Source: an optimization exercise on an open RTL-to-GDS flow (aim: small area, a short achievable clock period and few clock cycles per item). Production flows keep margins and buffers that such runs may drop.
Function was checked by simulation only, so behaviour that the tests miss may differ from the original.
Power and IR drop assume default switching activity.

### constraint.sdc
create_clock -name core_clock -period 4.5 [get_ports {clk_i}]
set_input_delay 0.9000 -clock core_clock [delete_from_list [all_inputs] [get_ports {clk_i}]]
set_output_delay 0.9000 -clock core_clock [all_outputs]
set_load 0.01 [all_outputs]
### design.v
package stream_merge_pkg;
    typedef logic [64-1:0] in_word_t;
    typedef logic [32-1:0] out_half_t;
    typedef logic chan_id_t;  
    typedef struct packed {
        chan_id_t  chan;     
        logic      hi_half;  
        out_half_t data;
    } merge_beat_t;
endpackage
module ram_tp (
    input  logic                             wr_clk_i,
    input  logic                             wr_en_i,
    input  logic [$clog2(16)-1:0]  wr_addr_i,
    input  stream_merge_pkg::in_word_t       wr_data_i,
    input  logic                             rd_clk_i,
    input  logic                             rd_en_i,
    input  logic [$clog2(32)-1:0] rd_addr_i,
    output stream_merge_pkg::out_half_t      rd_data_o
);
    localparam int RATIO = 64 / 32;  
    localparam int OW    = 32;
    localparam int AW    = $clog2(32);
    stream_merge_pkg::out_half_t mem [32];  
    always_ff @(posedge wr_clk_i) begin
        if (wr_en_i) begin
            for (int i = 0; i < RATIO; i++) begin
                mem[AW'(wr_addr_i * RATIO + i)] <= wr_data_i[i*OW +: OW];
            end
        end
    end
    always_ff @(posedge rd_clk_i) begin
        if (rd_en_i) begin
            rd_data_o <= mem[rd_addr_i];
        end
    end
endmodule
module ptr_sync #(
    parameter int WIDTH = 5
) (
    input  logic             src_clk_i,
    input  logic             src_rst_n_i,
    input  logic [WIDTH-1:0] src_ptr_i,
    input  logic             dst_clk_i,
    input  logic             dst_rst_n_i,
    output logic [WIDTH-1:0] dst_gray_o,
    output logic [WIDTH-1:0] dst_ptr_o
);
    logic [WIDTH-1:0] src_gray_q;                  
    logic [WIDTH-1:0] sync_q [2];    
    always_ff @(posedge src_clk_i or negedge src_rst_n_i) begin
        if (!src_rst_n_i) begin
            src_gray_q <= '0;
        end else begin
            src_gray_q <= src_ptr_i ^ (src_ptr_i >> 1);
        end
    end
    always_ff @(posedge dst_clk_i or negedge dst_rst_n_i) begin
        if (!dst_rst_n_i) begin
            for (int i = 0; i < 2; i++) begin
                sync_q[i] <= '0;
            end
        end else begin
            sync_q[0] <= src_gray_q;
            for (int i = 1; i < 2; i++) begin
                sync_q[i] <= sync_q[i-1];
            end
        end
    end
    assign dst_gray_o = sync_q[2-1];
    always_comb begin
        for (int i = 0; i < WIDTH; i++) begin
            dst_ptr_o[i] = ^(dst_gray_o >> i);
        end
    end
endmodule
module fifo (
    input  logic                          wr_clk_i,
    input  logic                          wr_rst_n_i,
    input  logic                          wr_en_i,
    input  stream_merge_pkg::in_word_t    wr_data_i,
    output logic                          wr_full_o,
    output logic [$clog2(16):0] wr_free_o,
    input  logic                          rd_clk_i,
    input  logic                          rd_rst_n_i,
    input  logic                          rd_en_i,
    output stream_merge_pkg::out_half_t   rd_data_o,
    output logic                          rd_empty_o
);
    localparam int WA = $clog2(16);   
    localparam int RA = $clog2(32);  
    logic [WA:0] wr_ptr;       
    logic [WA:0] wr_gray;
    logic [WA:0] wr_gray_rd;   
    logic [RA:0] wr_ext_gray;  
    logic [RA:0] rd_ptr;       
    logic [RA:0] rd_gray;
    logic [RA:0] rd_gray_wr;   
    logic [RA:0] rd_ptr_wr;
    logic wr_push;
    logic rd_pop;
    assign wr_push = wr_en_i & ~wr_full_o;  
    assign rd_pop  = rd_en_i & ~rd_empty_o;
    assign wr_gray = wr_ptr ^ (wr_ptr >> 1);
    assign rd_gray = rd_ptr ^ (rd_ptr >> 1);
    assign wr_ext_gray = {wr_gray_rd, ^wr_gray_rd};
    assign wr_full_o  = (wr_gray == {~rd_gray_wr[RA:RA-1], rd_gray_wr[RA-2:1]});
    assign rd_empty_o = (rd_gray == wr_ext_gray);
    assign wr_free_o = (WA+1)'(16) - (wr_ptr - rd_ptr_wr[RA:1]);
    always_ff @(posedge wr_clk_i or negedge wr_rst_n_i) begin
        if (!wr_rst_n_i) begin
            wr_ptr <= '0;
        end else if (wr_push) begin
            wr_ptr <= wr_ptr + 1'b1;
        end
    end
    always_ff @(posedge rd_clk_i or negedge rd_rst_n_i) begin
        if (!rd_rst_n_i) begin
            rd_ptr <= '0;
        end else if (rd_pop) begin
            rd_ptr <= rd_ptr + 1'b1;
        end
    end
    ptr_sync #(
        .WIDTH(WA + 1)
    ) ptr_sync_w2r (
        .src_clk_i  (wr_clk_i),
        .src_rst_n_i(wr_rst_n_i),
        .src_ptr_i  (wr_ptr),
        .dst_clk_i  (rd_clk_i),
        .dst_rst_n_i(rd_rst_n_i),
        .dst_gray_o (wr_gray_rd),
        .dst_ptr_o  ()
    );
    ptr_sync #(
        .WIDTH(RA + 1)
    ) ptr_sync_r2w (
        .src_clk_i  (rd_clk_i),
        .src_rst_n_i(rd_rst_n_i),
        .src_ptr_i  (rd_ptr),
        .dst_clk_i  (wr_clk_i),
        .dst_rst_n_i(wr_rst_n_i),
        .dst_gray_o (rd_gray_wr),
        .dst_ptr_o  (rd_ptr_wr)
    );
    ram_tp ram_tp_inst (
        .wr_clk_i (wr_clk_i),
        .wr_en_i  (wr_push),
        .wr_addr_i(wr_ptr[WA-1:0]),
        .wr_data_i(wr_data_i),
        .rd_clk_i (rd_clk_i),
        .rd_en_i  (rd_pop),
        .rd_addr_i(rd_ptr[RA-1:0]),
        .rd_data_o(rd_data_o)
    );
endmodule
module rr_merge (
    input  logic                              rd_clk_i,
    input  logic                              rd_rst_n_i,
    input  logic [1:0]                        fifo_empty_i,
    output logic [1:0]                        fifo_rd_en_o,
    input  stream_merge_pkg::out_half_t [1:0] fifo_data_i,
    output logic                              out_valid_o,
    output stream_merge_pkg::merge_beat_t     out_beat_o,
    input  logic                              out_ready_i
);
    stream_merge_pkg::chan_id_t    grant;     
    stream_merge_pkg::chan_id_t    last;      
    logic        half_cnt;  
    logic        pend;      
    logic        valid_q;
    stream_merge_pkg::merge_beat_t beat_q;
    stream_merge_pkg::chan_id_t sel;
    logic     can_issue;
    logic     issue;
    always_comb begin
        if (half_cnt) begin
            sel = grant;  
        end else if (!fifo_empty_i[0] && !fifo_empty_i[1]) begin
            sel = ~last;
        end else begin
            sel = stream_merge_pkg::chan_id_t'(fifo_empty_i[0]);
        end
    end
    assign can_issue = (!valid_q || out_ready_i) && !pend;
    assign issue     = can_issue && !fifo_empty_i[sel];
    always_comb begin
        fifo_rd_en_o      = '0;
        fifo_rd_en_o[sel] = issue;
    end
    always_ff @(posedge rd_clk_i or negedge rd_rst_n_i) begin
        if (!rd_rst_n_i) begin
            grant    <= 1'b0;
            last     <= 1'b1;  
            half_cnt <= 1'b0;
            pend     <= 1'b0;
            valid_q  <= 1'b0;
        end else begin
            pend <= issue;
            if (issue) begin
                grant    <= sel;
                half_cnt <= ~half_cnt;
                if (half_cnt) begin
                    last <= sel;  
                end
            end
            if (pend) begin
                valid_q <= 1'b1;
            end else if (out_ready_i) begin
                valid_q <= 1'b0;
            end
        end
    end
    always_ff @(posedge rd_clk_i) begin
        if (issue) begin
            beat_q.chan    <= sel;
            beat_q.hi_half <= half_cnt;
        end
        if (pend) begin
            beat_q.data <= fifo_data_i[beat_q.chan];
        end
    end
    assign out_valid_o = valid_q;
    assign out_beat_o  = beat_q;
endmodule
module dual_stream_merge (
    input  logic                                 clk_i,
    input  logic                                 rst_n_i,
    input  logic [1:0]                           wr_valid_i,
    input  logic [2*64-1:0]            wr_data_i,   
    output logic [1:0]                           wr_ready_o,
    output logic [2*($clog2(16)+1)-1:0] wr_free_o,  
    input  logic                                 out_ready_i,
    output logic                                 out_valid_o,
    output logic [32+1:0]             out_beat_o   
);
    localparam int FW = $clog2(16) + 1;
    logic [1:0]      fifo_full;
    logic [1:0]      fifo_empty;
    logic [1:0]      fifo_rd_en;
    stream_merge_pkg::out_half_t [1:0] fifo_data;
    stream_merge_pkg::merge_beat_t     beat;
    assign wr_ready_o = ~fifo_full;
    for (genvar c = 0; c < 2; c++) begin : g_chan
        fifo fifo_inst (
            .wr_clk_i  (clk_i),
            .wr_rst_n_i(rst_n_i),
            .wr_en_i   (wr_valid_i[c]),
            .wr_data_i (wr_data_i[c*64 +: 64]),
            .wr_full_o (fifo_full[c]),
            .wr_free_o (wr_free_o[c*FW +: FW]),
            .rd_clk_i  (clk_i),
            .rd_rst_n_i(rst_n_i),
            .rd_en_i   (fifo_rd_en[c]),
            .rd_data_o (fifo_data[c]),
            .rd_empty_o(fifo_empty[c])
        );
    end
    rr_merge rr_merge_inst (
        .rd_clk_i    (clk_i),
        .rd_rst_n_i  (rst_n_i),
        .fifo_empty_i(fifo_empty),
        .fifo_rd_en_o(fifo_rd_en),
        .fifo_data_i (fifo_data),
        .out_valid_o (out_valid_o),
        .out_beat_o  (beat),
        .out_ready_i (out_ready_i)
    );
    assign out_beat_o = beat;
endmodule
### config.mk
export PLATFORM = sky130hd
export DESIGN_NAME = dual_stream_merge
export DESIGN_NICKNAME = dual_stream_merge
export VERILOG_FILES = /design/flow/design.v
export SDC_FILE = /design/flow/constraint.sdc
export NUM_CORES = 4
export LEC_CHECK = 0
export CAP_MARGIN = 20
export CORE_MARGIN = 2
export CORE_UTILIZATION = 40
export SLEW_MARGIN = 20
### run.sh
#!/bin/bash
# synth_recipe.tcl (not shown) runs the flow's synth.tcl, then flattens the netlist and writes it again
# the make line also repeats each setting of config.mk as NAME=value (left out here)
make -C /OpenROAD-flow-scripts/flow DESIGN_CONFIG=/design/flow/config.mk WORK_HOME=/design/flow/orfs CLKGATE_MAP_FILE= SYNTH_SCRIPT=/design/flow/synth_recipe.tcl finish
==> reports/results.ini, run 1 <==
[clock_tree]
cts_made_buffers = 218
clk_latency_ps = 850
clock_sinks = 2233
cts_tree = yes
cts.clk_slew.worst_paths_ps = 70
cts-root-buf = clkbuf_16
cts_buffer_depth = 3
hold_buffers = 0
cts-htree-levels = 4

[power_and_ir_drop]
power_frac_seq = 0.433
power_density_nw_per_um2 = 647
p_int_mw = 45.4
pwr-share-comb = 0.285
peakVddDrop_mv = 1.13
p_sw_mw = 17.9
switching_share = 0.283
p_leak_nw = 30.6
p_clk_frac = 0.282

[synthesis]
synth_edf_count = 2146
syn-cell-area_sq_um = 84700
syn_inst = 3347
syn_area_per_cell_sq_um = 25.3
synth_seq_cells = 2233
synth_warnings = 7
ys_seq_area_frac = 0.787
yosys_most_used_dff = edfxtp_1
postSynth.asyncResetShare = 0.0390
yosys.cell_types.count = 41
mappedNetlistNets = 3516

[final_layout]
register_area_sq_um = 66700
multi_input_area_sq_um = 17400
mostFrequentLayoutCells = edfxtp_1 (2146), mux4_2 (640), clkbuf_16 (224)
drive_above_1_share = 0.313
final_cell_area_sq_um = 97800
fillCellCount = 17000
syn_to_final_growth_pct = 15.5
layout_commonest_cell = edfxtp_1
final_nets = 3859

[detailed_routing]
ant_nets = 0
post_drt_wl_per_cell_um = 27.0
avgViaCountPerCell = 5.41
dr_total_vias = 36100
totalWireLength_um = 180000
drc_errors = 0
drtIter0Drc = 3448
dr.pass1.iters = 5

[floorplan]
num_rows = 168
io_pins = 180
die_x_um = 464
core_area_sq_um = 210000
start_util = 0.403
die-area_sq_um = 215000
dieHeight_um = 464

[sta]
period_needed_ps = 4260
worstMarginPinSlew_ps = 1010
setup_slack_ps = 244
rsz0062_at_grt = false
hold_violations = 0
relSlewSlack = 0.323
finalSetupViolCount = 0
period_share = 0.946
max_freq_mhz = 235
finalSetupTns_ps = 0
fin_worst_skew_ps = 25.4
drv_slew = 0
hold_slack_ps = 114

[status]
status = no timing/DRC/antenna violations

[run]
cap_violations = 0

[grt]
antenna_found_initial = 28
grt_pass1_vias = 38300
overflow = 0
grt_use_total = 0.168
grt_max_degree = 126
grt_pass1_wl_um = 266000

[placed_design]
dpl-instance-area_sq_um = 90700
post-dp-hpwl_um = 103000
io_buffer_count = 179
gp_congestion = 0.733
place_ws_ps = 741

[worst_setup_path]
crit_path_max_fanout = 2
cp_data_arrival_time_ps = 3360
worst_setup_path_end_kind = output pin
cp-start-kind = flop
crit_required_ps = 3600
crit_type = flop to output pin
ff2ff_path_depth = 7

[worst_hold_path]
hold_path.class = primary input to asynchronous set/reset pin

## metrics by stage
stage / utilization / total power [mW] / cells
after floorplan: - / 40.0 / 3347
after global placement: 0.432 / 46.3 / 6270
after detailed placement: 0.432 / 46.5 / 6270
after CTS: 0.466 / 64.3 / 6678
after global routing: 0.466 / 66.1 / 6679
final: 0.466 / 63.3 / 6683
## area by class of cell
class	count	share of cell area
Antenna cell	5	0.000128
Clock buffer	271	0.0598
Clock inverter	132	0.0122
Inverter	13	0.000499
Multi-Input combinational cell	940	0.178
Sequential cell	2233	0.681
Tap cell	2805	0.0359
Timing Repair Buffer	284	0.0325
## layer usage
| metal | vias up | global-route usage | share of wire |
|---|---|---|---|
| li1 | 15200 | - | - |
| met1 | 19700 | 0.238 | 0.44 |
| met2 | 935 | 0.270 | 0.49 |
| met3 | 271 | 0.0291 | 0.054 |
| met4 | 26 | 0.0428 | 0.021 |
| met5 | - | 0 | 0.00088 |
## worst paths after layout
| kind | startpoint | to | slack, ps |
|---|---|---|---|
| max in group asynchronous | rst_n_i | g_chan[0].fifo_inst.ptr_sync_w2r.src_gray_q[0] | 3470 |
| max | g_chan[0].fifo_inst.ptr_sync_r2w.sync_q[1][4] | wr_free_o[3] | 240 |
| max reg2reg | g_chan[0].fifo_inst.wr_ptr[1] | g_chan[0].fifo_inst.ram_tp_inst.mem[16][11] | 1090 |
| min | rst_n_i | g_chan[1].fifo_inst.wr_ptr[0] | 110 |
| min in group core_clock | g_chan[1].fifo_inst.ptr_sync_r2w.src_gray_q[3] | g_chan[1].fifo_inst.ptr_sync_r2w.sync_q[0][3] | 340 |
| min reg2reg | g_chan[1].fifo_inst.ptr_sync_r2w.src_gray_q[3] | g_chan[1].fifo_inst.ptr_sync_r2w.sync_q[0][3] | 340 |
## cells by family (layout without fill, tap and decap cells)
logic type	after synthesis	after routing	synth area share
flip-flops	2233	2233	0.787
multiplexers	739	739	0.183
buffers and inverters	174	700	0.0104
AND/OR/NAND/NOR	82	82	0.00542
XOR/XNOR	64	64	0.00694
adder cells (fa/ha/maj)	36	36	0.00550
AO/OA/AOI/OAI	19	19	0.00161
other	0	5	0
## repair_timing
| item | CTS | global route |
|---|---|---|
| endpoints found under the setup margin | 6 | 1 |
| setup buffers | 5 | 0 |
| resized for setup | 8 | 1 |
| pin swaps | 6 | 0 |
## critical path, stage by stage (launching register included)
cell and delay [ps]:
dfrtp_1 390, xor2_1 230, xor2_1 230, xor2_1 240, xnor2_1 150, ha_1 150
inv_1 40, ha_1 220, fa_1 430, xor2_1 150, dlygate4sd2_1 280
## synthesized netlist by cell type (all sizes together), types with 5 or more instances
cell	number	area (sq um)
clkbuf	79	297
nor4	5	31.3
nand2	19	71.3
dfrtp	86	2150
nor2	8	30.0
and3	8	50.1
mux2	99	1110
nand3	5	25.0
and4	8	70.1
xnor2	28	245
ha	34	425
nor3	14	80.1
inv	13	48.8
mux4	640	14400
buf	82	537
edfxtp	2146	64400
xor2	34	298
## registers in the layout, indices dropped and copies added (netlist names)
| name | flops |
|---|---|
| rr_merge_inst.pend | 1 |
| g_chan.fifo_inst.ram_tp_inst.rd_data_o | 64 |
| g_chan.fifo_inst.ptr_sync_w2r.src_gray_q | 10 |
| g_chan.fifo_inst.ptr_sync_r2w.sync_q | 20 |
| rr_merge_inst.grant | 1 |
| g_chan.fifo_inst.rd_ptr | 12 |
| rr_merge_inst.last | 1 |
| rr_merge_inst.half_cnt | 1 |
| g_chan.fifo_inst.wr_ptr | 10 |
| g_chan.fifo_inst.ptr_sync_w2r.sync_q | 20 |
| g_chan.fifo_inst.ptr_sync_r2w.src_gray_q | 10 |
| rr_merge_inst.valid_q | 1 |
| g_chan.fifo_inst.ram_tp_inst.mem | 2048 |
| rr_merge_inst.beat_q | 34 |
## power groups by stage
stage	logic [mW]	registers (mW)	clock network, mW
finish	18.0	27.4	17.9
global placement	18.5	27.8	0
detailed placement	18.6	27.9	0
floorplan	12.9	27.2	0
global route	19.4	27.6	19.0
CTS	18.5	27.5	18.3
Testbench counts, summed over its fixed seeds: cycles 12,328, beats 6,144.
==> run 2: changes to the inputs <==
==> design.v (replaced) <==
package stream_merge_pkg;
    typedef logic [64-1:0] in_word_t;
    typedef logic [32-1:0] out_half_t;
    typedef logic chan_id_t;  
    typedef struct packed {
        chan_id_t  chan;     
        logic      hi_half;  
        out_half_t data;
    } merge_beat_t;
endpackage
module dual_stream_merge (
    input  logic                                 clk_i,
    input  logic                                 rst_n_i,
    input  logic [1:0]                           wr_valid_i,
    input  logic [2*64-1:0]            wr_data_i,   
    output logic [1:0]                           wr_ready_o,
    output logic [2*($clog2(16)+1)-1:0] wr_free_o,  
    input  logic                                 out_ready_i,
    output logic                                 out_valid_o,
    output logic [32+1:0]             out_beat_o   
);
    localparam int W  = 64;
    localparam int H  = 32;
    localparam int D  = 16;
    localparam int AW = $clog2(16);
    localparam int FW = AW + 1;
    logic         ov_q;    
    logic         oh_q;    
    logic         oc_q;    
    logic [H-1:0] od_q;
    logic [D-1:0] wsel_q [2];  
    logic [AW-1:0] wp_q  [2];  
    logic [D-1:0] rsel_q [2];  
    logic [FW-1:0] free_q [2];  
    logic [1:0]   rdy_q;       
    logic [1:0]   ne_q;        
    logic [W-1:0] mem [2][D];
    logic       load;    
    logic       cont;    
    logic       nsel;    
    logic       nval;    
    logic [1:0] push;
    logic [1:0] adv;     
    logic [W-1:0] head [2];
    logic [H-1:0] nd;
    assign load = !ov_q || out_ready_i;
    assign cont = ov_q && !oh_q;
    always_comb begin
        if (cont) begin
            nsel = oc_q;
        end else if (ne_q[0] && ne_q[1]) begin
            nsel = !oc_q;
        end else begin
            nsel = ne_q[1];
        end
    end
    assign nval = cont || ne_q[0] || ne_q[1];
    for (genvar c = 0; c < 2; c++) begin : g_chan
        logic [FW-1:0] free_n;
        logic [AW-1:0] wp_n;
        assign push[c] = wr_valid_i[c] && rdy_q[c];
        assign adv[c]  = out_ready_i && cont && (oc_q == c);
        assign free_n = free_q[c] - FW'(push[c]) + FW'(adv[c]);
        assign wp_n   = wp_q[c] + AW'(push[c]);
        always_ff @(posedge clk_i or negedge rst_n_i) begin
            if (!rst_n_i) begin
                free_q[c] <= FW'(D);
                rdy_q[c]  <= 1'b1;
                ne_q[c]   <= 1'b0;
                wp_q[c]   <= '0;
                wsel_q[c] <= D'(1);
                rsel_q[c] <= D'(1);
            end else begin
                free_q[c] <= free_n;
                rdy_q[c]  <= free_n != '0;
                ne_q[c]   <= free_n != FW'(D);
                wp_q[c]   <= wp_n;
                wsel_q[c] <= (free_n != '0) ? (D'(1) << wp_n) : '0;
                if (adv[c]) begin
                    rsel_q[c] <= {rsel_q[c][D-2:0], rsel_q[c][D-1]};
                end
            end
        end
        for (genvar i = 0; i < D; i++) begin : g_ent
            always_ff @(posedge clk_i) begin
                if (wsel_q[c][i]) begin
                    mem[c][i] <= wr_data_i[c*W +: W];
                end
            end
        end
        always_comb begin
            head[c] = '0;
            for (int i = 0; i < D; i++) begin
                head[c] = head[c] | (mem[c][i] & {W{rsel_q[c][i]}});
            end
        end
        assign wr_ready_o[c]          = rdy_q[c];
        assign wr_free_o[c*FW +: FW]  = free_q[c];
    end
    assign nd = cont ? (oc_q ? head[1][W-1:H] : head[0][W-1:H])
                     : (nsel ? head[1][H-1:0] : head[0][H-1:0]);
    always_ff @(posedge clk_i or negedge rst_n_i) begin
        if (!rst_n_i) begin
            ov_q <= 1'b0;
            oh_q <= 1'b0;
            oc_q <= 1'b1;  
        end else if (load) begin
            ov_q <= nval;
            if (nval) begin
                oh_q <= cont;
                oc_q <= nsel;
            end
        end
    end
    always_ff @(posedge clk_i) begin
        if (load) begin
            od_q <= nd;
        end
    end
    assign out_valid_o = ov_q;
    assign out_beat_o  = {oc_q, oh_q, od_q};
endmodule
==> reports/results.ini, run 2 <==
[sta]
rsz0062_at_grt = false
period_needed_ps = 3080  ; -1180 ps
finalSetupViolCount = 0  ; unchanged
setup_slack_ps = 1420  ; +1180 ps
max_freq_mhz = 325  ; +38%
drv_slew = 0  ; unchanged
hold_violations = 0  ; unchanged
relSlewSlack = 0.207  ; -0.116
fin_worst_skew_ps = 25.3  ; -0.115 ps
finalSetupTns_ps = 0  ; unchanged
period_share = 0.683  ; -0.263
worstMarginPinSlew_ps = 1180  ; +169 ps

[worst_setup_path]
cp_data_arrival_time_ps = 3790  ; +430 ps
crit_required_ps = 5210  ; +1610 ps
worst-path-buf-inv = 1  ; -1
slowest_delay_ps = 1020  ; +590 ps
path_cells = buf_4 -> a22oi_1 -> and3_1 -> a31oi_1 -> or4_1
crit_path_max_fanout = 51  ; +49
crit_type = flop to flop
cp-start-kind = flop
startpoint = rsel_q[1][5]
worst_setup_path_end_kind = flop
crit_family = flip-flops
r2r_start = rsel_q[1][5]
slowest_stage = dfrtp_4

[final_layout]
syn_to_final_growth_pct = 15.0
multi_input_area_sq_um = 11800  ; -32%
drive_above_1_share = 0.114  ; -0.199
layout_commonest_cell = edfxtp_1
final_nets = 4308  ; +12%
register_area_sq_um = 64900  ; -2.6%
largest_reg_flops = 2048  ; unchanged
fillCellCount = 16000  ; -5.8%
max_flop_register = mem
mostFrequentLayoutCells = edfxtp_1 (2080), a22o_1 (385), a221oi_1 (381)
final_cells = 6884  ; +3.0%

[floorplan]
dieHeight_um = 444  ; -4.3%
io_pins = 180  ; unchanged
num_rows = 161  ; -4.2%
die-area_sq_um = 197000  ; -8.3%
start_util = 0.403  ; -0.000457
core_area_sq_um = 193000  ; -8.3%
die_x_um = 444  ; -4.3%

[synthesis]
syn_area_per_cell_sq_um = 19.9  ; -22%
synth_top_area_share = 0.805  ; +0.0442
syn_inst = 3907  ; +17%
synth_seq_cells = 2169  ; -2.9%
syn-cell-area_sq_um = 77600  ; -8.4%
ys_seq_area_frac = 0.834  ; +0.0473
synth_simple_gate_area_frac = 0.0189  ; +0.0135
synthAdderAreaFrac = 0.00277  ; -0.00272
synthMuxAreaShare = 0.00465  ; -0.179
mappedNetlistNets = 4056  ; +15%
synthXorXnorAreaFrac = 0.00124  ; -0.00570
synth_area_leaders = edfxtp_1 (81%), a22o_1 (4.3%), a221oi_1 (4.3%)
synth.most_common_cell = edfxtp_1
synth_top_family_by_area = compound AO/OA/AOI/OAI gates
synth_warnings = 7  ; unchanged
yosysTopAreaCell = edfxtp_1
synth_compound_area_frac = 0.124  ; +0.122
synth_edf_count = 2080  ; -3.1%
synth_commonest_cells = edfxtp_1 (2080), a22o_1 (385), a221oi_1 (381), a22oi_1 (256), clkbuf_1 (148)
yosys_most_used_dff = edfxtp_1
postSynth.asyncResetShare = 0.0410  ; +0.00207
yosys.cell_types.count = 37  ; -9.8%

[detailed_routing]
post_drt_wl_per_cell_um = 34.3  ; +27%
dr.pass1.iters = 5  ; unchanged
avgViaCountPerCell = 6.19  ; +15%
totalWireLength_um = 236000  ; +31%
drc_errors = 0  ; unchanged
drtIter0Drc = 5571  ; +62%
dr_total_vias = 42600  ; +18%
ant_nets = 0  ; unchanged

[clock_tree]
cts_tree = yes
cts_resized = 0  ; -8
cts.clk_slew.worst_paths_ps = 60  ; about the same
cts-htree-levels = 4  ; unchanged
cts_buffer_depth = 3  ; unchanged
hold_buffers = 0  ; unchanged
clk_latency_ps = 870  ; +20 ps
cts-root-buf = clkbuf_16
cts_made_buffers = 208  ; -4.6%
clock_sinks = 2169  ; -2.9%
cts_setup_buffers = 0  ; -5

[placed_design]
placed_cells = 6475  ; +3.3%
post-dp-hpwl_um = 125000  ; +22%
io_buffer_count = 179  ; unchanged
gp_congestion = 0.788  ; +7.5%
place_ws_ps = 614  ; -127 ps

[power_and_ir_drop]
p_int_mw = 38.8  ; -15%
p_leak_nw = 27.2  ; -11%
finalPower_mw = 54.1  ; -15%
switching_share = 0.283  ; +0.000581
p_clk_frac = 0.310  ; +0.028
power_density_nw_per_um2 = 607  ; -6.2%
peakVddDrop_mv = 0.482  ; -57%
p_sw_mw = 15.3  ; -14%
power_frac_seq = 0.605  ; +0.172
pwr-share-comb = 0.085  ; -0.200

[grt]
grt_pass1_wl_um = 326000  ; +23%
grt_max_degree = 54  ; -57%
antenna_found_initial = 54  ; +93%
overflow = 0  ; unchanged
grt_use_total = 0.235  ; +0.0672
grt_pass1_vias = 41400  ; +7.9%

[status]
status = no timing/DRC/antenna violations

[run]
cap_violations = 0  ; unchanged

[worst_hold_path]
hold_path.class = primary input to asynchronous set/reset pin

run 2: cell count changes after synthesis, moves of 66 or more:
| cell | change |
|---|---|
| clkbuf_1 | +69 |
| mux4_2 | -640 |
| a221oi_1 | +381 |
| a22o_1 | +385 |
| mux2_2 | -66 |
| a22oi_1 | +256 |
| edfxtp_1 | -66 |
| a31oi_1 | +128 |
| and3_1 | +120 |
run 2: kinds of logic (layout without fill, tap and decap cells):
kind of cell               after synthesis  in the layout
buffers and inverters                  272            699
other                                    0             24
DFF                                   2169           2169
adders and majority gates               16             16
xor gates and xnor gates                11             11
muxes                                   32             32
AOI/OAI and AO/OA                     1166           1166
and+or+nand+nor                        241            241
run 2: power by group through the flow:
| stage | sequential (mW) | clock (mW) | combinational, mW |
|---|---|---|---|
| 6_report | 32.7 | 16.8 | 4.60 |
| 5_1_grt | 33.1 | 17.8 | 4.87 |
| 4_1_cts | 32.7 | 17.0 | 4.65 |
| 3_3_place_gp | 32.9 | 0 | 4.61 |
| 3_5_place_dp | 33.1 | 0 | 4.64 |
| 2_1_floorplan | 32.0 | 0 | 1.20 |
run 2: metrics by stage:
stage	hold WS [ps]	area, sq um	utilization
floorplan	425	77600	-
global placement	480	82600	0.429
detailed placement	475	82600	0.429
CTS	61.4	89100	0.463
global route	108	89200	0.463
finish	78.4	89200	0.463
run 2: layout make-up:
type / instances / area share
Antenna cell: 24 / 0.000673
Multi-Input combinational cell: 1466 / 0.132
Inverter: 25 / 0.00105
Tap cell: 2526 / 0.0354
Timing Repair Buffer: 289 / 0.0299
Clock buffer: 283 / 0.0627
Clock inverter: 102 / 0.0102
Sequential cell: 2169 / 0.728
run 2: worst paths after layout:
kind,to,slack (ps),cells after the start
min reg2reg,oc_q,470,1
max in group asynchronous,rsel_q[1][5],3330,2
max,od_q[13],1420,5
min in group core_clock,oc_q,470,1
min,ne_q[1],80,1
max reg2reg,od_q[13],1420,5
run 2: metal layers:
metal  track usage  up-vias  part of all wire
met5             0        -           0.00048
met3        0.0473      335             0.091
met4        0.0741       18             0.032
met2         0.383     2216              0.48
met1         0.318    22700              0.39
li1              -    17400                 -
Testbench counts of run 2, summed over its fixed seeds: cycles 6,160, beats 6,144.
==> run 3: changes to the inputs <==
--- a/design.v
+++ b/design.v
@@ -28,12 +28,14 @@
     logic         oh_q;    
     logic         oc_q;    
     logic [H-1:0] od_q;
-    logic [D-1:0] wsel_q [2];  
-    logic [AW-1:0] wp_q  [2];  
-    logic [D-1:0] rsel_q [2];  
+    logic [D-1:0]  wp_q   [2];  
+    logic [D-1:0]  rsel_q [2];  
     logic [FW-1:0] free_q [2];  
-    logic [1:0]   rdy_q;       
-    logic [1:0]   ne_q;        
+    logic [1:0]    rdy_q;       
+    logic [1:0]    ne_q;        
+    logic [1:0]    one_q;       
+    logic [1:0]    top_q;       
+    logic [1:0]    lo_q;        
     logic [W-1:0] mem [2][D];
     logic       load;    
     logic       cont;    
@@ -44,11 +46,9 @@
     logic [W-1:0] head [2];
     logic [H-1:0] nd;
     assign load = !ov_q || out_ready_i;
-    assign cont = ov_q && !oh_q;
+    assign cont = lo_q[0] || lo_q[1];
     always_comb begin
-        if (cont) begin
-            nsel = oc_q;
-        end else if (ne_q[0] && ne_q[1]) begin
+        if (ne_q[0] && ne_q[1]) begin
             nsel = !oc_q;
         end else begin
             nsel = ne_q[1];
@@ -57,25 +57,47 @@
     assign nval = cont || ne_q[0] || ne_q[1];
     for (genvar c = 0; c < 2; c++) begin : g_chan
         logic [FW-1:0] free_n;
-        logic [AW-1:0] wp_n;
+        logic          rdy_n, ne_n, one_n, top_n;
         assign push[c] = wr_valid_i[c] && rdy_q[c];
-        assign adv[c]  = out_ready_i && cont && (oc_q == c);
-        assign free_n = free_q[c] - FW'(push[c]) + FW'(adv[c]);
-        assign wp_n   = wp_q[c] + AW'(push[c]);
+        assign adv[c]  = out_ready_i && lo_q[c];
+        always_comb begin
+            free_n = free_q[c];
+            rdy_n  = rdy_q[c];
+            ne_n   = ne_q[c];
+            one_n  = one_q[c];
+            top_n  = top_q[c];
+            if (push[c] && !adv[c]) begin
+                free_n = free_q[c] - 1'b1;
+                rdy_n  = !one_q[c];
+                ne_n   = 1'b1;
+                one_n  = free_q[c] == FW'(2);
+                top_n  = free_q[c] == FW'(D);
+            end else if (adv[c] && !push[c]) begin
+                free_n = free_q[c] + 1'b1;
+                rdy_n  = 1'b1;
+                ne_n   = !top_q[c];
+                one_n  = !rdy_q[c];
+                top_n  = free_q[c] == FW'(D-2);
+            end
+        end
         always_ff @(posedge clk_i or negedge rst_n_i) begin
             if (!rst_n_i) begin
                 free_q[c] <= FW'(D);
                 rdy_q[c]  <= 1'b1;
                 ne_q[c]   <= 1'b0;
-                wp_q[c]   <= '0;
-                wsel_q[c] <= D'(1);
+                one_q[c]  <= 1'b0;
+                top_q[c]  <= 1'b0;
+                wp_q[c]   <= D'(1);
                 rsel_q[c] <= D'(1);
             end else begin
                 free_q[c] <= free_n;
-                rdy_q[c]  <= free_n != '0;
-                ne_q[c]   <= free_n != FW'(D);
-                wp_q[c]   <= wp_n;
-                wsel_q[c] <= (free_n != '0) ? (D'(1) << wp_n) : '0;
+                rdy_q[c]  <= rdy_n;
+                ne_q[c]   <= ne_n;
+                one_q[c]  <= one_n;
+                top_q[c]  <= top_n;
+                if (push[c]) begin
+                    wp_q[c] <= {wp_q[c][D-2:0], wp_q[c][D-1]};
+                end
                 if (adv[c]) begin
                     rsel_q[c] <= {rsel_q[c][D-2:0], rsel_q[c][D-1]};
                 end
@@ -83,7 +105,7 @@
         end
         for (genvar i = 0; i < D; i++) begin : g_ent
             always_ff @(posedge clk_i) begin
-                if (wsel_q[c][i]) begin
+                if (wp_q[c][i] && rdy_q[c]) begin
                     mem[c][i] <= wr_data_i[c*W +: W];
                 end
             end
@@ -97,18 +119,24 @@
         assign wr_ready_o[c]          = rdy_q[c];
         assign wr_free_o[c*FW +: FW]  = free_q[c];
     end
-    assign nd = cont ? (oc_q ? head[1][W-1:H] : head[0][W-1:H])
+    assign nd = cont ? (lo_q[1] ? head[1][W-1:H] : head[0][W-1:H])
                      : (nsel ? head[1][H-1:0] : head[0][H-1:0]);
     always_ff @(posedge clk_i or negedge rst_n_i) begin
         if (!rst_n_i) begin
             ov_q <= 1'b0;
             oh_q <= 1'b0;
             oc_q <= 1'b1;  
+            lo_q <= '0;
         end else if (load) begin
             ov_q <= nval;
-            if (nval) begin
-                oh_q <= cont;
-                oc_q <= nsel;
+            lo_q <= '0;
+            if (cont) begin
+                oh_q <= 1'b1;
+            end else if (nval) begin
+                oh_q    <= 1'b0;
+                oc_q    <= nsel;
+                lo_q[0] <= !nsel;
+                lo_q[1] <= nsel;
             end
         end
     end
==> reports/results.ini, run 3 <==
[synthesis]
synth_simple_gate_area_frac = 0.0229  ; +0.00401
synth_top_area_share = 0.794  ; -0.0114
yosys.cell_types.count = 40  ; +8.1%
synth_warnings = 6  ; -1
synth_seq_cells = 2167  ; -0.092%
mappedNetlistNets = 4151  ; +2.3%
syn-cell-area_sq_um = 78700  ; +1.4%
synth_commonest_cells = edfxtp_1 (2080), a22o_1 (335), a22oi_1 (324), a221oi_1 (293), buf_2 (144)
synth_top_family_by_area = compound AO/OA/AOI/OAI gates
synthAdderAreaFrac = 0.00210  ; -0.000675
synth_edf_count = 2080  ; unchanged
yosys_most_used_dff = edfxtp_1
syn_inst = 4006  ; +2.5%
synthXorXnorAreaFrac = 0.00111  ; -0.000129
syn_area_per_cell_sq_um = 19.6  ; -1.1%
synth_area_leaders = edfxtp_1 (79%), a22o_1 (3.7%), a221oi_1 (3.3%)
synth_compound_area_frac = 0.124  ; +0.000558
yosysTopAreaCell = edfxtp_1
synth.most_common_cell = edfxtp_1
ys_seq_area_frac = 0.822  ; -0.0124
synthMuxAreaShare = 0.00970  ; +0.00505
postSynth.asyncResetShare = 0.0401  ; -0.000885

[detailed_routing]
post_drt_wl_per_cell_um = 32.4  ; -5.6%
totalWireLength_um = 229000  ; -3.0%
drtIter0Drc = 4496  ; -19%
ant_nets = 0  ; unchanged
drc_errors = 0  ; unchanged
avgViaCountPerCell = 6.01  ; -3.0%
dr_total_vias = 42500  ; -0.33%
dr.pass1.iters = 9  ; +4

[grt]
grt_max_degree = 65  ; +20%
overflow = 0  ; unchanged
grt_pass1_vias = 41600  ; +0.62%
grt_pass1_wl_um = 320000  ; -2.0%
grt_use_total = 0.226  ; -0.00945
antenna_found_initial = 42  ; -22%

[final_layout]
drive_above_1_share = 0.140  ; +0.0261
fillCellCount = 16300  ; +1.3%
max_flop_register = mem
final_cells = 7074  ; +2.8%
mostFrequentLayoutCells = edfxtp_1 (2080), a22o_1 (335), a22oi_1 (324)
final_nets = 4414  ; +2.5%
utilization = 0.462  ; -0.000666
largest_reg_flops = 2048  ; unchanged
layout_commonest_cell = edfxtp_1
syn_to_final_growth_pct = 14.7

[clock_tree]
cts_resized = 0  ; unchanged
cts-root-buf = clkbuf_16
cts.clk_slew.worst_paths_ps = 60  ; about the same
clk_latency_ps = 850  ; -20 ps
hold_buffers = 0  ; unchanged
clock_sinks = 2167  ; -0.092%
cts_setup_buffers = 0  ; unchanged
cts_made_buffers = 207  ; -0.48%
cts_buffer_depth = 3  ; unchanged
cts_tree = yes
cts-htree-levels = 4  ; unchanged

[run]
cap_violations = 0  ; unchanged

[worst_hold_path]
hold_path.class = primary input to asynchronous set/reset pin

[power_and_ir_drop]
peakVddDrop_mv = 0.511  ; +6.0%
p_leak_nw = 28.2  ; +3.9%
power_density_nw_per_um2 = 477  ; -21%

[sta]
fin_worst_skew_ps = 30.3  ; +5.00 ps
drv_slew = 0  ; unchanged
relSlewSlack = 0.285  ; +0.0778
finalSetupViolCount = 0  ; unchanged
period_share = 0.697  ; +0.0138
max_freq_mhz = 319  ; -2.0%
worstMarginPinSlew_ps = 1070  ; -111 ps
rsz0062_at_grt = false
period_needed_ps = 3140  ; +61.9 ps
finalSetupTns_ps = 0  ; unchanged
hold_violations = 0  ; unchanged

[floorplan]
die_x_um = 448  ; +0.71%
num_rows = 162  ; +0.62%
io_pins = 180  ; unchanged
core_area_sq_um = 195000  ; +1.4%
start_util = 0.403  ; about the same
dieHeight_um = 448  ; +0.71%
die-area_sq_um = 200000  ; +1.4%

[worst_setup_path]
crit_required_ps = 3600  ; -1610 ps
crit_family = flip-flops
cp-start-kind = flop
worst_setup_path_end_kind = output pin
crit_type = flop to output pin
worst-path-buf-inv = 1  ; unchanged
path_cells = clkdlybuf4s50_1
slowest_stage = dfstp_2
crit_path_max_fanout = 20  ; -61%
cp_data_arrival_time_ps = 2240  ; -1550 ps
slowest_delay_ps = 750  ; -270 ps

[placed_design]
gp_congestion = 0.787  ; -0.14%
post-dp-hpwl_um = 129000  ; +2.7%
placed_cells = 6684  ; +3.2%
io_buffer_count = 179  ; unchanged

[status]
status = no timing/DRC/antenna violations

## run 3: layout make-up
cell class | count | area [sq um] | share of cell area
Antenna cell | 11 | 27.5 | 0.000305
Clock buffer | 279 | 5670 | 0.0628
Clock inverter | 100 | 848 | 0.00940
Inverter | 15 | 56.3 | 0.000624
Multi-Input combinational cell | 1567 | 12700 | 0.141
Sequential cell | 2167 | 64800 | 0.718
Tap cell | 2624 | 3280 | 0.0364
Timing Repair Buffer | 311 | 2910 | 0.0322
## run 3: cell families (layout without fill, tap and decap cells)
logic type / count (synthesis) / in the layout
multiplexers: 68 / 68
AND/OR/NAND/NOR: 320 / 320
AO/OA/AOI/OAI: 1157 / 1157
XOR/XNOR: 10 / 10
other: 0 / 11
buffers and inverters: 272 / 705
flip-flops: 2167 / 2167
adder cells (fa/ha/maj): 12 / 12
## run 3: path summary, 6_finish.rpt
kind	slack, ps	depth (start not counted)	start	end
worst max-delay path	1360	1	rdy_q[1]	wr_ready_o[1]
worst min register to register	480	2	top_q[1]	top_q[1]
max in group asynchronous	3260	2	rst_n_i	rsel_q[0][8]
min in group core_clock	480	2	top_q[1]	top_q[1]
worst min-delay path	120	1	rst_n_i	wp_q[1][9]
worst max register to register	1600	6	rsel_q[0][3]	od_q[3]
## run 3: routing by layer
metal	track usage	vias to the layer above	share of wire
met4	0.0663	32	0.028
met2	0.385	1849	0.50
li1	-	17700	-
met5	0	-	0.00092
met1	0.293	22600	0.39
met3	0.0426	364	0.077
## run 3: power breakdown
part | leakage [nW] | switching, mW | internal (mW) | total [mW]
sequential | 19.8 | 0.292 | 22.4 | 22.7
clock | 3.17 | 7.44 | 9.45 | 16.9
combinational | 5.25 | 2.33 | 1.15 | 3.48
total | 28.2 | 10.1 | 33.0 | 43.0
## run 3: per-stage QoR
stage	setup WS, ps	area [sq um]	power, mW	hold slack [ps]
after global routing	1220	90300	44.2	136
final	1360	90300	43.0	116
after global placement	850	83700	26.5	457
after detailed placement	942	83700	26.6	462
after CTS	1270	90200	43.2	81.1
after floorplan	1590	78700	24.5	439
Testbench counts of run 3, summed over its fixed seeds: cycles 6,160, beats 6,144.
==> run 4: changes to the inputs <==
--- a/design.v
+++ b/design.v
@@ -28,6 +28,8 @@
     logic         oh_q;    
     logic         oc_q;    
     logic [H-1:0] od_q;
+    logic         ovo_q;   
+    logic         oco_q;
     logic [D-1:0]  wp_q   [2];  
     logic [D-1:0]  rsel_q [2];  
     logic [FW-1:0] free_q [2];  
@@ -36,6 +38,8 @@
     logic [1:0]    one_q;       
     logic [1:0]    top_q;       
     logic [1:0]    lo_q;        
+    logic [FW-1:0] freeo_q [2];  
+    logic [1:0]    rdyo_q;
     logic [W-1:0] mem [2][D];
     logic       load;    
     logic       cont;    
@@ -58,6 +62,8 @@
     for (genvar c = 0; c < 2; c++) begin : g_chan
         logic [FW-1:0] free_n;
         logic          rdy_n, ne_n, one_n, top_n;
+        logic [FW-1:0] freeo_n;
+        logic          rdyo_n;
         assign push[c] = wr_valid_i[c] && rdy_q[c];
         assign adv[c]  = out_ready_i && lo_q[c];
         always_comb begin
@@ -80,10 +86,23 @@
                 top_n  = free_q[c] == FW'(D-2);
             end
         end
+        always_comb begin
+            freeo_n = freeo_q[c];
+            rdyo_n  = rdyo_q[c];
+            if (push[c] && !adv[c]) begin
+                freeo_n = freeo_q[c] - 1'b1;
+                rdyo_n  = freeo_q[c] != FW'(1);
+            end else if (adv[c] && !push[c]) begin
+                freeo_n = freeo_q[c] + 1'b1;
+                rdyo_n  = 1'b1;
+            end
+        end
         always_ff @(posedge clk_i or negedge rst_n_i) begin
             if (!rst_n_i) begin
                 free_q[c] <= FW'(D);
                 rdy_q[c]  <= 1'b1;
+                freeo_q[c] <= FW'(D);
+                rdyo_q[c] <= 1'b1;
                 ne_q[c]   <= 1'b0;
                 one_q[c]  <= 1'b0;
                 top_q[c]  <= 1'b0;
@@ -92,6 +111,8 @@
             end else begin
                 free_q[c] <= free_n;
                 rdy_q[c]  <= rdy_n;
+                freeo_q[c] <= freeo_n;
+                rdyo_q[c] <= rdyo_n;
                 ne_q[c]   <= ne_n;
                 one_q[c]  <= one_n;
                 top_q[c]  <= top_n;
@@ -116,8 +137,8 @@
                 head[c] = head[c] | (mem[c][i] & {W{rsel_q[c][i]}});
             end
         end
-        assign wr_ready_o[c]          = rdy_q[c];
-        assign wr_free_o[c*FW +: FW]  = free_q[c];
+        assign wr_ready_o[c]          = rdyo_q[c];
+        assign wr_free_o[c*FW +: FW]  = freeo_q[c];
     end
     assign nd = cont ? (lo_q[1] ? head[1][W-1:H] : head[0][W-1:H])
                      : (nsel ? head[1][H-1:0] : head[0][H-1:0]);
@@ -140,11 +161,22 @@
             end
         end
     end
+    always_ff @(posedge clk_i or negedge rst_n_i) begin
+        if (!rst_n_i) begin
+            ovo_q <= 1'b0;
+            oco_q <= 1'b1;
+        end else if (!ovo_q || out_ready_i) begin
+            ovo_q <= nval;
+            if (!cont && nval) begin
+                oco_q <= nsel;
+            end
+        end
+    end
     always_ff @(posedge clk_i) begin
         if (load) begin
             od_q <= nd;
         end
     end
-    assign out_valid_o = ov_q;
-    assign out_beat_o  = {oc_q, oh_q, od_q};
+    assign out_valid_o = ovo_q;
+    assign out_beat_o  = {oco_q, oh_q, od_q};
 endmodule
--- a/config.mk
+++ b/config.mk
@@ -7,5 +7,9 @@
 export LEC_CHECK = 0
 export CAP_MARGIN = 20
 export CORE_MARGIN = 2
-export CORE_UTILIZATION = 40
+export CORE_UTILIZATION = 60
+export CTS_CLUSTER_DIAMETER = 100
+export CTS_CLUSTER_SIZE = 30
+export SETUP_SLACK_MARGIN = 2.5
 export SLEW_MARGIN = 20
+export TNS_END_PERCENT = 5
==> reports/results.ini, run 4 <==
[final_layout]
final_cell_area_sq_um = 90700  ; +0.51%
mostFrequentLayoutCells = edfxtp_1 (2080), a22oi_1 (351), a22o_1 (321)
register_area_sq_um = 65100  ; +0.57%
syn_to_final_growth_pct = 14.5
layout_commonest_cell = edfxtp_1
final_nets = 4672  ; +5.8%
largest_reg_flops = 2048  ; unchanged
drive_above_1_share = 0.197  ; +0.0566
multi_input_area_sq_um = 13900  ; +9.1%
max_flop_register = mem
final_cells = 6320  ; -11%
utilization = 0.691  ; +0.229
fillCellCount = 8306  ; -49%

[grt]
grt_pass1_wl_um = 352000  ; +9.9%
overflow = 0  ; unchanged
antenna_found_initial = 51  ; +21%
grt_use_total = 0.380  ; +0.155
grt_max_degree = 65  ; unchanged
grt_pass1_vias = 42700  ; +2.7%

[floorplan]
die_x_um = 367  ; -18%
start_util = 0.603  ; +0.200
io_pins = 180  ; unchanged
num_rows = 133  ; -18%
core_area_sq_um = 131000  ; -33%
die-area_sq_um = 135000  ; -33%
dieHeight_um = 367  ; -18%

[placed_design]
gp_congestion = 0.801  ; +1.8%
io_buffer_count = 179  ; unchanged
place_ws_ps = 954  ; +12.9 ps
placed_cells = 5885  ; -12%
post-dp-hpwl_um = 122000  ; -5.1%
dpl-instance-area_sq_um = 83000  ; -0.80%

[detailed_routing]
avgViaCountPerCell = 7.36  ; +23%
dr_total_vias = 46500  ; +9.5%
post_drt_wl_per_cell_um = 41.0  ; +27%
ant_nets = 0  ; unchanged
drc_errors = 0  ; unchanged
totalWireLength_um = 259000  ; +13%
drtIter0Drc = 8155  ; +81%
dr.pass1.iters = 6  ; -3

[synthesis]
synth_warnings = 7  ; +1
postSynth.asyncResetShare = 0.0463  ; +0.00616
synth_seq_cells = 2181  ; +0.65%
synth_top_area_share = 0.789  ; -0.00528
synth_area_leaders = edfxtp_1 (79%), a221oi_1 (3.6%), a22o_1 (3.5%)
ys_seq_area_frac = 0.821  ; -0.000962
syn_area_per_cell_sq_um = 19.4  ; -1.3%
mappedNetlistNets = 4238  ; +2.1%
yosys.cell_types.count = 45  ; +13%
synth_edf_count = 2080  ; unchanged
synth.most_common_cell = edfxtp_1
syn_inst = 4087  ; +2.0%
yosysTopAreaCell = edfxtp_1
syn-cell-area_sq_um = 79200  ; +0.67%
synth_commonest_cells = edfxtp_1 (2080), a22oi_1 (352), a221oi_1 (323), a22o_1 (321), buf_2 (128)
yosys_most_used_dff = edfxtp_1

[worst_setup_path]
worst-path-buf-inv = 3  ; +2
path_cells = buf_4 -> buf_4 -> and2_4 -> buf_12
crit_family = flip-flops
cp_common_cell = buf_4
worst_setup_path_end_kind = flop
crit_path_max_fanout = 33  ; +65%
slowest_delay_ps = 690  ; -60 ps
cp-start-kind = flop
slowest_stage = dfstp_4
cp_data_arrival_time_ps = 2890  ; +650 ps
crit_required_ps = 4900  ; +1300 ps
crit_type = flop to flop

[sta]
max_freq_mhz = 402  ; +26%
relSlewSlack = 0.234  ; -0.0510
fin_worst_skew_ps = 38.3  ; +8.02 ps
drv_slew = 0  ; unchanged
finalSetupTns_ps = 0  ; unchanged
hold_violations = 0  ; unchanged
worstMarginPinSlew_ps = 1150  ; +76.5 ps
finalSetupViolCount = 0  ; unchanged
period_needed_ps = 2490  ; -649 ps
rsz0062_at_grt = true
period_share = 0.553  ; -0.144
setup_slack_ps = 2010  ; +649 ps

[clock_tree]
cts_tree = yes
cts_made_buffers = 82  ; -60%
cts_buffer_depth = 3  ; unchanged
cts.clk_slew.worst_paths_ps = 110  ; +50 ps
clk_latency_ps = 740  ; -110 ps
cts-htree-levels = 3  ; -1
clock_sinks = 2181  ; +0.65%
cts-root-buf = clkbuf_16

[run]
cap_violations = 0  ; unchanged

[worst_hold_path]
hold_path.class = primary input to asynchronous set/reset pin

[power_and_ir_drop]
power_density_nw_per_um2 = 403  ; -16%
peakVddDrop_mv = 0.372  ; -27%
p_leak_nw = 28.9  ; +2.5%

[status]
status = no timing/DRC/antenna violations

[run 4: timing repair]
action,4_1_cts,5_1_grt
buffers inserted,237,30
cloned,37,3
pin swaps,120,3
hold buffers,0,0
setup endpoints to repair,1464,1442
gates resized for setup,492,23
[run 4: area by class of cell]
| cell class | count | share of cell area |
|---|---|---|
| flip-flops and latches | 2181 | 0.718 |
| multi-input cells | 1641 | 0.153 |
| repair buffers | 594 | 0.0789 |
| clock buffers | 109 | 0.0244 |
| well taps | 1755 | 0.0242 |
| inverters | 21 | 0.000896 |
| diodes | 16 | 0.000441 |
| clock inverters | 3 | 0.000317 |
[run 4: power by group]
group	switching (mW)	total [mW]	internal [mW]
clock network	5.90	9.41	3.52
registers	0.294	22.8	22.6
logic	2.65	4.28	1.63
[run 4: through the flow]
stage / power [mW] / hold slack [ps]
floorplan: 24.8 / 442
global placement: 26.6 / 463
detailed placement: 26.7 / 468
CTS: 36.4 / 285
global route: 37.4 / 315
finish: 36.5 / 275
[run 4: cells by family (layout without fill, tap and decap cells)]
| group | count (synthesis) | after routing | share of synthesized area |
|---|---|---|---|
| DFF | 2181 | 2181 | 0.821 |
| buffers and inverters | 282 | 727 | 0.0192 |
| adders and majority gates | 18 | 18 | 0.00303 |
| and+or+nand+nor | 342 | 359 | 0.0239 |
| AOI/OAI and AO/OA | 1174 | 1174 | 0.121 |
| other | 0 | 16 | 0 |
| xor gates and xnor gates | 20 | 20 | 0.00221 |
| muxes | 70 | 70 | 0.00990 |
[run 4: final timing paths]
path | from | to | slack [ps] | cells past startpoint
worst max-delay path | rdy_q[1] | mem[16][16] | 2010 | 4
worst min-delay path | rst_n_i | wp_q[0][9] | 270 | 1
worst max register to register | rdy_q[1] | mem[16][16] | 2010 | 4
worst min register to register | rdyo_q[1] | rdyo_q[1] | 490 | 2
max in group asynchronous | rst_n_i | rsel_q[1][0] | 3270 | 2
min in group core_clock | rdyo_q[1] | rdyo_q[1] | 490 | 2
[run 4: per-layer routing]
metal | vias to the layer above | GRT usage | wire, um
met2 | 3457 | 0.538 | 113000
met4 | 40 | 0.108 | 8490
met3 | 404 | 0.110 | 38300
li1 | 18200 | - | -
met1 | 24500 | 0.582 | 99700
met5 | - | 0 | 253
Testbench counts of run 4, summed over its fixed seeds: cycles 6,160, beats 6,144.

## what the ideal ports hide
How much do the figures lean on ideal ports? The routed layouts below were timed once more, with nothing changed but the port constraints.
Step 1 sets driving cells, clkbuf_16 on the clock port and buf_2 on the other inputs (assumed; they add their load-dependent delay and slew).
Step 2 also shifts input and output timing later by t, the mid clock arrival at the registers, as if the neighbouring blocks saw the same clock.
a / b / c = ideal ports / drivers / drivers and shift; a / b = the first two.
run | t, ns | setup WS [ns] | worst slew at a driven data input, ns | cell pins on the clock port's net
run 1 | 0.915 | 0.244 / 0.162 / 0.891 | 0.16 | 1
run 2 | 0.939 | 1.425 / 1.425 / 0.678 | 0.22 | 1
run 3 | 0.915 | 1.363 / 1.287 / 0.879 | 0.24 | 1
run 4 | 0.797 | 2.012 / 2.012 / 1.510 | 0.25 | 1
After both steps every run listed still meets setup and hold. For run 2, which loses most, drivers alone change the setup slack by 0.000 ns; drivers and shift together by -0.747 ns.
